This is an optimization exercise on Yosys and OpenROAD, whose aim is a short achievable clock period, not a production implementation. In this exercise RTL edits were held to simulation tests only and were not proved equivalent to the original. The clock port is modelled as an ideal driver; clocking choices that lean on that would not hold on a real chip. No activity file was given, so power comes from the tool's default toggle rates.

## main
==> flow/design.v <==
package regfile_pkg;
   localparam int DEFAULT_DATA_WIDTH     = 32;
   localparam int DEFAULT_ADDR_WIDTH     = 5;
   localparam int DEFAULT_NUM_READ_PORTS = 2;
   localparam int ZERO_IDX = 0;
   function automatic int popcount_width(input int addr_width);
      popcount_width = addr_width + 1;
   endfunction
endpackage
module rf_inv (input logic a, output logic y);
   assign y = !a;
endmodule
module rf_nand2 (input logic a, b, output logic y);
   assign y = !(a && b);
endmodule
module rf_nand3 (input logic a, b, c, output logic y);
   assign y = !(a && b && c);
endmodule
module rf_nand4 (input logic a, b, c, d, output logic y);
   assign y = !(a && b && c && d);
endmodule
module rf_nor2 (input logic a, b, output logic y);
   assign y = !(a || b);
endmodule
module rf_nor3 (input logic a, b, c, output logic y);
   assign y = !(a || b || c);
endmodule
module rf_aoi22 (input logic a1, a2, b1, b2, output logic y);
   assign y = !((a1 && a2) || (b1 && b2));
endmodule
module rf_o21ai (input logic a1, a2, b1, output logic y);
   assign y = !((a1 || a2) && b1);
endmodule
module reg_scoreboard (
   input  logic        clk,
   input  logic        rst,
   input  logic [31:1] issue_sel,
   input  logic        sig_issue,
   input  logic        flush,
   input  logic [31:1] write_dec,
   output logic [31:1] busy,
   output logic        issue_ready,
   output logic [5:0]  busy_count
);
   logic [31:1] busy_q, busy_d;
   logic [5:0]  count_q, count_d;
   logic        issue_busy, write_busy;
   logic        inc, dec;
   rf_or31 u_issue_busy (.s(issue_sel), .d(busy_q), .en(1'b1), .y(issue_busy));
   rf_or31 u_write_busy (.s(write_dec), .d(busy_q), .en(1'b1), .y(write_busy));
   assign issue_ready = !issue_busy;
   assign inc = sig_issue && !flush && !issue_busy && |issue_sel;
   assign dec = write_busy;
   always_comb begin
      for (int i = 1; i < 32; i++) begin
         if (flush)
            busy_d[i] = 1'b0;
         else if (sig_issue && !issue_busy && issue_sel[i])
            busy_d[i] = 1'b1;
         else if (write_dec[i])
            busy_d[i] = 1'b0;
         else
            busy_d[i] = busy_q[i];
      end
   end
   always_comb begin
      if (flush)
         count_d = 6'd0;
      else if (inc && !dec)
         count_d = count_q + 6'd1;
      else if (dec && !inc)
         count_d = count_q - 6'd1;
      else
         count_d = count_q;
   end
   always_ff @(posedge clk or posedge rst) begin
      if (rst) begin
         busy_q  <= '0;
         count_q <= '0;
      end else begin
         busy_q  <= busy_d;
         count_q <= count_d;
      end
   end
   assign busy       = busy_q;
   assign busy_count = count_q;
endmodule
module rf_predec (
   input  logic [4:0] a,
   output logic [3:0] lo_n,
   output logic [7:0] hi_n
);
   logic [4:0] an;
   for (genvar n = 0; n < 5; n++) begin : g_inv
      rf_inv u_inv (.a(a[n]), .y(an[n]));
   end
   for (genvar j = 0; j < 4; j++) begin : g_lo
      rf_nand2 u_lo (.a(j[0] ? a[0] : an[0]), .b(j[1] ? a[1] : an[1]), .y(lo_n[j]));
   end
   for (genvar k = 0; k < 8; k++) begin : g_hi
      rf_nand3 u_hi (.a(k[0] ? a[2] : an[2]), .b(k[1] ? a[3] : an[3]),
                     .c(k[2] ? a[4] : an[4]), .y(hi_n[k]));
   end
endmodule
module rf_rsel (
   input  logic [3:0]  lo_n,
   input  logic [7:0]  hi_n,
   output logic [31:1] sel
);
   for (genvar i = 1; i < 32; i++) begin : g_sel
      rf_nor2 u_s (.a(lo_n[i % 4]), .b(hi_n[i / 4]), .y(sel[i]));
   end
endmodule
module rf_or31_n (
   input  logic [31:1] s,
   input  logic [31:1] d,
   input  logic        en,
   output logic        xn,
   output logic        yn
);
   logic [15:0] t;
   logic [3:0]  o;
   for (genvar k = 0; k < 15; k++) begin : g_t
      rf_aoi22 u_t (.a1(s[2*k+1]), .a2(d[2*k+1]), .b1(s[2*k+2]), .b2(d[2*k+2]), .y(t[k]));
   end
   rf_nand2 u_t15 (.a(s[31]), .b(d[31]), .y(t[15]));
   for (genvar m = 0; m < 4; m++) begin : g_o
      rf_nand4 u_o (.a(t[4*m]), .b(t[4*m+1]), .c(t[4*m+2]), .d(t[4*m+3]), .y(o[m]));
   end
   rf_o21ai u_x (.a1(o[0]), .a2(o[1]), .b1(en), .y(xn));
   rf_o21ai u_y (.a1(o[2]), .a2(o[3]), .b1(en), .y(yn));
endmodule
module rf_or31 (
   input  logic [31:1] s,
   input  logic [31:1] d,
   input  logic        en,
   output logic        y
);
   logic xn, yn;
   rf_or31_n u_or (.s(s), .d(d), .en(en), .xn(xn), .yn(yn));
   rf_nand2  u_y (.a(xn), .b(yn), .y(y));
endmodule
module rf_rbit (
   input  logic [31:1] s,
   input  logic [31:1] d,
   input  logic        fwdn,
   input  logic        fn,
   output logic        y
);
   logic xn, yn;
   rf_or31_n u_or (.s(s), .d(d), .en(fwdn), .xn(xn), .yn(yn));
   rf_nand3  u_y (.a(xn), .b(yn), .c(fn), .y(y));
endmodule
module rf_fwd (
   input  logic [4:0] r,
   input  logic [4:0] rn,
   input  logic [4:0] w,
   input  logic [4:0] wn,
   input  logic       wrn,
   output logic       f1,
   output logic       f2,
   output logic       fwd_n
);
   logic [4:0] m;
   for (genvar k = 0; k < 5; k++) begin : g_m
      rf_aoi22 u_m (.a1(r[k]), .a2(w[k]), .b1(rn[k]), .b2(wn[k]), .y(m[k]));
   end
   rf_nor3  u_f1 (.a(m[0]), .b(m[1]), .c(m[2]), .y(f1));
   rf_nor3  u_f2 (.a(m[3]), .b(m[4]), .c(wrn), .y(f2));
   rf_nand2 u_fn (.a(f1), .b(f2), .y(fwd_n));
endmodule
module register_file_scoreboard (
   input  logic        Clk,
   input  logic        Reset,
   input  logic [9:0]  Read_Register,
   output logic [63:0] Read_Data,
   output logic [1:0]  Read_Busy,
   input  logic [4:0]  Write_Register,
   input  logic [31:0] Write_Data,
   input  logic        Sig_Reg_Write,
   input  logic [4:0]  Issue_Register,
   input  logic        Sig_Issue,
   output logic        Issue_Ready,
   input  logic        Flush,
   output logic [5:0]  Busy_Count
);
   logic [31:1][31:0] regs_q;
   logic [31:1]       busy;
   logic [3:0]        wlo_n, ilo_n;
   logic [7:0]        whi_n, ihi_n;
   logic [31:1]       wsel, wen, isel;
   logic [4:0]        wr_n;
   logic              wrn;
   assign wrn = !(Sig_Reg_Write && (Write_Register != 5'd0));
   rf_predec u_wpre (.a(Write_Register), .lo_n(wlo_n), .hi_n(whi_n));
   for (genvar n = 0; n < 5; n++) begin : g_wr_n
      rf_inv u_inv (.a(Write_Register[n]), .y(wr_n[n]));
   end
   rf_rsel   u_wsel (.lo_n(wlo_n), .hi_n(whi_n), .sel(wsel));
   assign wen = wsel & {31{Sig_Reg_Write}};
   always_ff @(posedge Clk or posedge Reset) begin
      if (Reset) begin
         regs_q <= '0;
      end else begin
         for (int i = 1; i < 32; i++)
            if (wen[i]) regs_q[i] <= Write_Data;
      end
   end
   for (genvar p = 0; p < 2; p++) begin : g_read
      logic [3:0]  rlo_n;
      logic [7:0]  rhi_n;
      logic [4:0]  rd_n;
      logic [31:1] sel [0:3];
      logic [3:0]  f1, f2, fwd_n;
      rf_predec u_rpre (.a(Read_Register[p*5 +: 5]), .lo_n(rlo_n), .hi_n(rhi_n));
      for (genvar n = 0; n < 5; n++) begin : g_rd_n
         rf_inv u_inv (.a(Read_Register[p*5 + n]), .y(rd_n[n]));
      end
      for (genvar c = 0; c < 4; c++) begin : g_copy
         rf_rsel u_rsel (.lo_n(rlo_n), .hi_n(rhi_n), .sel(sel[c]));
         rf_fwd  u_fwd (.r(Read_Register[p*5 +: 5]), .rn(rd_n), .w(Write_Register),
                        .wn(wr_n), .wrn(wrn), .f1(f1[c]), .f2(f2[c]), .fwd_n(fwd_n[c]));
      end
      for (genvar b = 0; b < 32; b++) begin : g_bit
         logic [31:1] col;
         logic        fn;
         for (genvar i = 1; i < 32; i++) begin : g_col
            assign col[i] = regs_q[i][b];
         end
         rf_nand3 u_fn (.a(f1[b / 8]), .b(f2[b / 8]), .c(Write_Data[b]), .y(fn));
         rf_rbit  u_bit (.s(sel[b / 8]), .d(col), .fwdn(fwd_n[b / 8]), .fn(fn),
                         .y(Read_Data[p*32 + b]));
      end
      rf_or31 u_busy (.s(sel[0]), .d(busy), .en(fwd_n[0]), .y(Read_Busy[p]));
   end
   rf_predec u_ipre (.a(Issue_Register), .lo_n(ilo_n), .hi_n(ihi_n));
   rf_rsel   u_isel (.lo_n(ilo_n), .hi_n(ihi_n), .sel(isel));
   reg_scoreboard u_scoreboard (
      .clk         (Clk),
      .rst         (Reset),
      .issue_sel   (isel),
      .sig_issue   (Sig_Issue),
      .flush       (Flush),
      .write_dec   (wen),
      .busy        (busy),
      .issue_ready (Issue_Ready),
      .busy_count  (Busy_Count)
   );
endmodule
Settings: LEC_CHECK=0, CAP_MARGIN=20, CORE_AREA=10 10 390 390, DIE_AREA=0 0 400 400, SETUP_SLACK_MARGIN=3.0, SLEW_MARGIN=20, SYNTH_HIERARCHICAL=1; clock period 6.7 ns.
standard.sh (not shown) runs the stock make flow with config.mk's settings and CLKGATE_MAP_FILE= SYNTH_SCRIPT=/design/flow/synth_recipe.tcl, a recipe that flattens the netlist after the stock synthesis.
==> flow/flow/run.sh <==
#!/bin/bash
# Layout flow: the standard flow, with the standard synthesis unchanged.
# After synthesis, the delay cells are kept out of the layout (the resizer
# otherwise uses them as port buffers on the critical path), the port
# buffers are plain buffers, and timing
# repair after clock tree synthesis is given more passes.
set -euo pipefail
HERE=$(pwd)
bash standard.sh synth > synth.log 2>&1
DLY="sky130_fd_sc_hd__dlygate4sd1_1 sky130_fd_sc_hd__dlygate4sd2_1 sky130_fd_sc_hd__dlygate4sd3_1"
DLY="$DLY sky130_fd_sc_hd__clkdlybuf4s15_1 sky130_fd_sc_hd__clkdlybuf4s15_2"
DLY="$DLY sky130_fd_sc_hd__clkdlybuf4s18_1 sky130_fd_sc_hd__clkdlybuf4s18_2"
DLY="$DLY sky130_fd_sc_hd__clkdlybuf4s25_1 sky130_fd_sc_hd__clkdlybuf4s25_2"
DLY="$DLY sky130_fd_sc_hd__clkdlybuf4s50_1 sky130_fd_sc_hd__clkdlybuf4s50_2"
DLY="$DLY sky130_fd_sc_hd__dlymetal6s2s_1 sky130_fd_sc_hd__dlymetal6s4s_1 sky130_fd_sc_hd__dlymetal6s6s_1"
export DONT_USE_CELLS="$DLY"
# buffer_ports picks a delay cell by itself; name the port buffer instead
export BUFFER_PORTS_ARGS="-buffer_cell sky130_fd_sc_hd__buf_4"
export POST_CTS_TCL="$HERE/flow/post_cts.tcl"
bash standard.sh > layout.log 2>&1
==> flow/flow/post_cts.tcl <==
# More setup repair after clock tree synthesis, then legalise again
repair_timing -setup -setup_margin $::env(SETUP_SLACK_MARGIN) -repair_tns 100 \
  -match_cell_footprint -max_passes 1000 -verbose
detailed_placement
check_placement -verbose
For the feature branch, these inputs were changed with respect to main:
diff --git a/flow/design.v b/flow/design.v
--- a/flow/design.v
+++ b/flow/design.v
@@ -151,24 +151,16 @@
    rf_or31_n u_or (.s(s), .d(d), .en(fwdn), .xn(xn), .yn(yn));
    rf_nand3  u_y (.a(xn), .b(yn), .c(fn), .y(y));
 endmodule
 module rf_fwd (
-   input  logic [4:0] r,
-   input  logic [4:0] rn,
-   input  logic [4:0] w,
-   input  logic [4:0] wn,
-   input  logic       wrn,
-   output logic       f1,
-   output logic       f2,
-   output logic       fwd_n
-);
-   logic [4:0] m;
-   for (genvar k = 0; k < 5; k++) begin : g_m
-      rf_aoi22 u_m (.a1(r[k]), .a2(w[k]), .b1(rn[k]), .b2(wn[k]), .y(m[k]));
-   end
-   rf_nor3  u_f1 (.a(m[0]), .b(m[1]), .c(m[2]), .y(f1));
-   rf_nor3  u_f2 (.a(m[3]), .b(m[4]), .c(wrn), .y(f2));
-   rf_nand2 u_fn (.a(f1), .b(f2), .y(fwd_n));
+   input  logic [3:0] rlo_n,
+   input  logic [7:0] rhi_n,
+   input  logic [3:0] wlo_n,
+   input  logic [7:0] whi_n,
+   input  logic       wok,
+   output logic       hit
+);
+   assign hit = |(~rlo_n & ~wlo_n) && |(~rhi_n & ~whi_n) && wok;
 endmodule
 module register_file_scoreboard (
    input  logic        Clk,
    input  logic        Reset,
@@ -185,18 +177,15 @@
    output logic [5:0]  Busy_Count
 );
    logic [31:1][31:0] regs_q;
    logic [31:1]       busy;
-   logic [3:0]        wlo_n, ilo_n;
-   logic [7:0]        whi_n, ihi_n;
+   logic [3:0]        wlo_n, flo_n, ilo_n;
+   logic [7:0]        whi_n, fhi_n, ihi_n;
    logic [31:1]       wsel, wen, isel;
-   logic [4:0]        wr_n;
-   logic              wrn;
-   assign wrn = !(Sig_Reg_Write && (Write_Register != 5'd0));
+   logic              writable;
+   assign writable = Sig_Reg_Write && (Write_Register != 5'd0);
    rf_predec u_wpre (.a(Write_Register), .lo_n(wlo_n), .hi_n(whi_n));
-   for (genvar n = 0; n < 5; n++) begin : g_wr_n
-      rf_inv u_inv (.a(Write_Register[n]), .y(wr_n[n]));
-   end
+   rf_predec u_fpre (.a(Write_Register), .lo_n(flo_n), .hi_n(fhi_n));
    rf_rsel   u_wsel (.lo_n(wlo_n), .hi_n(whi_n), .sel(wsel));
    assign wen = wsel & {31{Sig_Reg_Write}};
    always_ff @(posedge Clk or posedge Reset) begin
       if (Reset) begin
@@ -206,29 +195,27 @@
             if (wen[i]) regs_q[i] <= Write_Data;
       end
    end
    for (genvar p = 0; p < 2; p++) begin : g_read
-      logic [3:0]  rlo_n;
-      logic [7:0]  rhi_n;
-      logic [4:0]  rd_n;
+      logic [3:0]  rlo_n, rflo_n;
+      logic [7:0]  rhi_n, rfhi_n;
       logic [31:1] sel [0:3];
-      logic [3:0]  f1, f2, fwd_n;
+      logic [3:0]  fwd_hit, fwd_n;
       rf_predec u_rpre (.a(Read_Register[p*5 +: 5]), .lo_n(rlo_n), .hi_n(rhi_n));
-      for (genvar n = 0; n < 5; n++) begin : g_rd_n
-         rf_inv u_inv (.a(Read_Register[p*5 + n]), .y(rd_n[n]));
-      end
+      rf_predec u_rfpre (.a(Read_Register[p*5 +: 5]), .lo_n(rflo_n), .hi_n(rfhi_n));
       for (genvar c = 0; c < 4; c++) begin : g_copy
          rf_rsel u_rsel (.lo_n(rlo_n), .hi_n(rhi_n), .sel(sel[c]));
-         rf_fwd  u_fwd (.r(Read_Register[p*5 +: 5]), .rn(rd_n), .w(Write_Register),
-                        .wn(wr_n), .wrn(wrn), .f1(f1[c]), .f2(f2[c]), .fwd_n(fwd_n[c]));
+         rf_fwd  u_fwd (.rlo_n(rflo_n), .rhi_n(rfhi_n), .wlo_n(flo_n), .whi_n(fhi_n),
+                        .wok(writable), .hit(fwd_hit[c]));
+         rf_inv  u_fwd_n (.a(fwd_hit[c]), .y(fwd_n[c]));
       end
       for (genvar b = 0; b < 32; b++) begin : g_bit
          logic [31:1] col;
          logic        fn;
          for (genvar i = 1; i < 32; i++) begin : g_col
             assign col[i] = regs_q[i][b];
          end
-         rf_nand3 u_fn (.a(f1[b / 8]), .b(f2[b / 8]), .c(Write_Data[b]), .y(fn));
+         rf_nand2 u_fn (.a(fwd_hit[b / 8]), .b(Write_Data[b]), .y(fn));
          rf_rbit  u_bit (.s(sel[b / 8]), .d(col), .fwdn(fwd_n[b / 8]), .fn(fn),
                          .y(Read_Data[p*32 + b]));
       end
       rf_or31 u_busy (.s(sel[0]), .d(busy), .en(fwd_n[0]), .y(Read_Busy[p]));
--- outcome ---
- Looking at timing startpoint of the critical path, the Read_Register[6] result is from main; the Read_Register[1] one comes from the feature branch.
- Taking main as the reference, in the feature branch combinational power share saw a decrease; worst setup slack went up; compound-cell area share of the yosys netlist has decreased; area added between synthesis and finish fell by 0.34 points.
- For the number of vias per cell, the feature branch came in 1.2% lower than main did.
- Going from main to the feature branch, the HPWL after detailed placement was found to have gone down by 2900 um.
- Summary — hold slack, the feature branch relative to main: lower, by 0.0087 ns.
- From main to the feature branch the numbers moved as follows: utilization saw a decrease; portion of the clock cycle consumed by the worst path in the final layout -0.69 points; number of antenna cells inserted rose by 1.
- Summary: with main as the reference, met1 layer wirelength in the final routing in the feature branch moved down by a few percent.
- Multi-input logic portion of the cell area in the feature branch vs main: up 0.38 points
- Compared with main, the feature branch improves global-route wire length before repair.
- Higher total track usage among the feature branch and main: main

what the ideal ports hide:
The flow's constraints put no driver on any port. The routed layouts listed below were extracted and timed again, unchanged, in two steps. Step 1 (the two cells are an assumption about what drives the block):
set clk [get_ports {Clk}]
set_driving_cell -lib_cell sky130_fd_sc_hd__clkbuf_16 $clk
set_driving_cell -lib_cell sky130_fd_sc_hd__buf_2 [delete_from_list [all_inputs] $clk]
Step 2, shift: input delay + t, output delay - t, t = (earliest + latest rising clock arrival at the registers) / 2. This alone moves slack from input paths to output paths. Slacks: ideal ports / drivers / drivers and shift; pairs: ideal ports / drivers.
| run | t, ns | setup slack, ns | hold slack, ns | worst data-port slew with drivers (ns) |
|---|---|---|---|---|
| main | 0.819 | 1.972 / 1.699 / 1.699 | 0.536 / 0.536 / 0.536 | 0.32 |
| the feature branch | 0.810 | 2.018 / 1.832 / 1.750 | 0.528 / 0.528 / 0.528 | 0.23 |
After both steps every run listed still meets setup and hold. For main, which loses most, drivers alone change the setup slack by -0.273 ns; drivers and shift together by -0.273 ns.
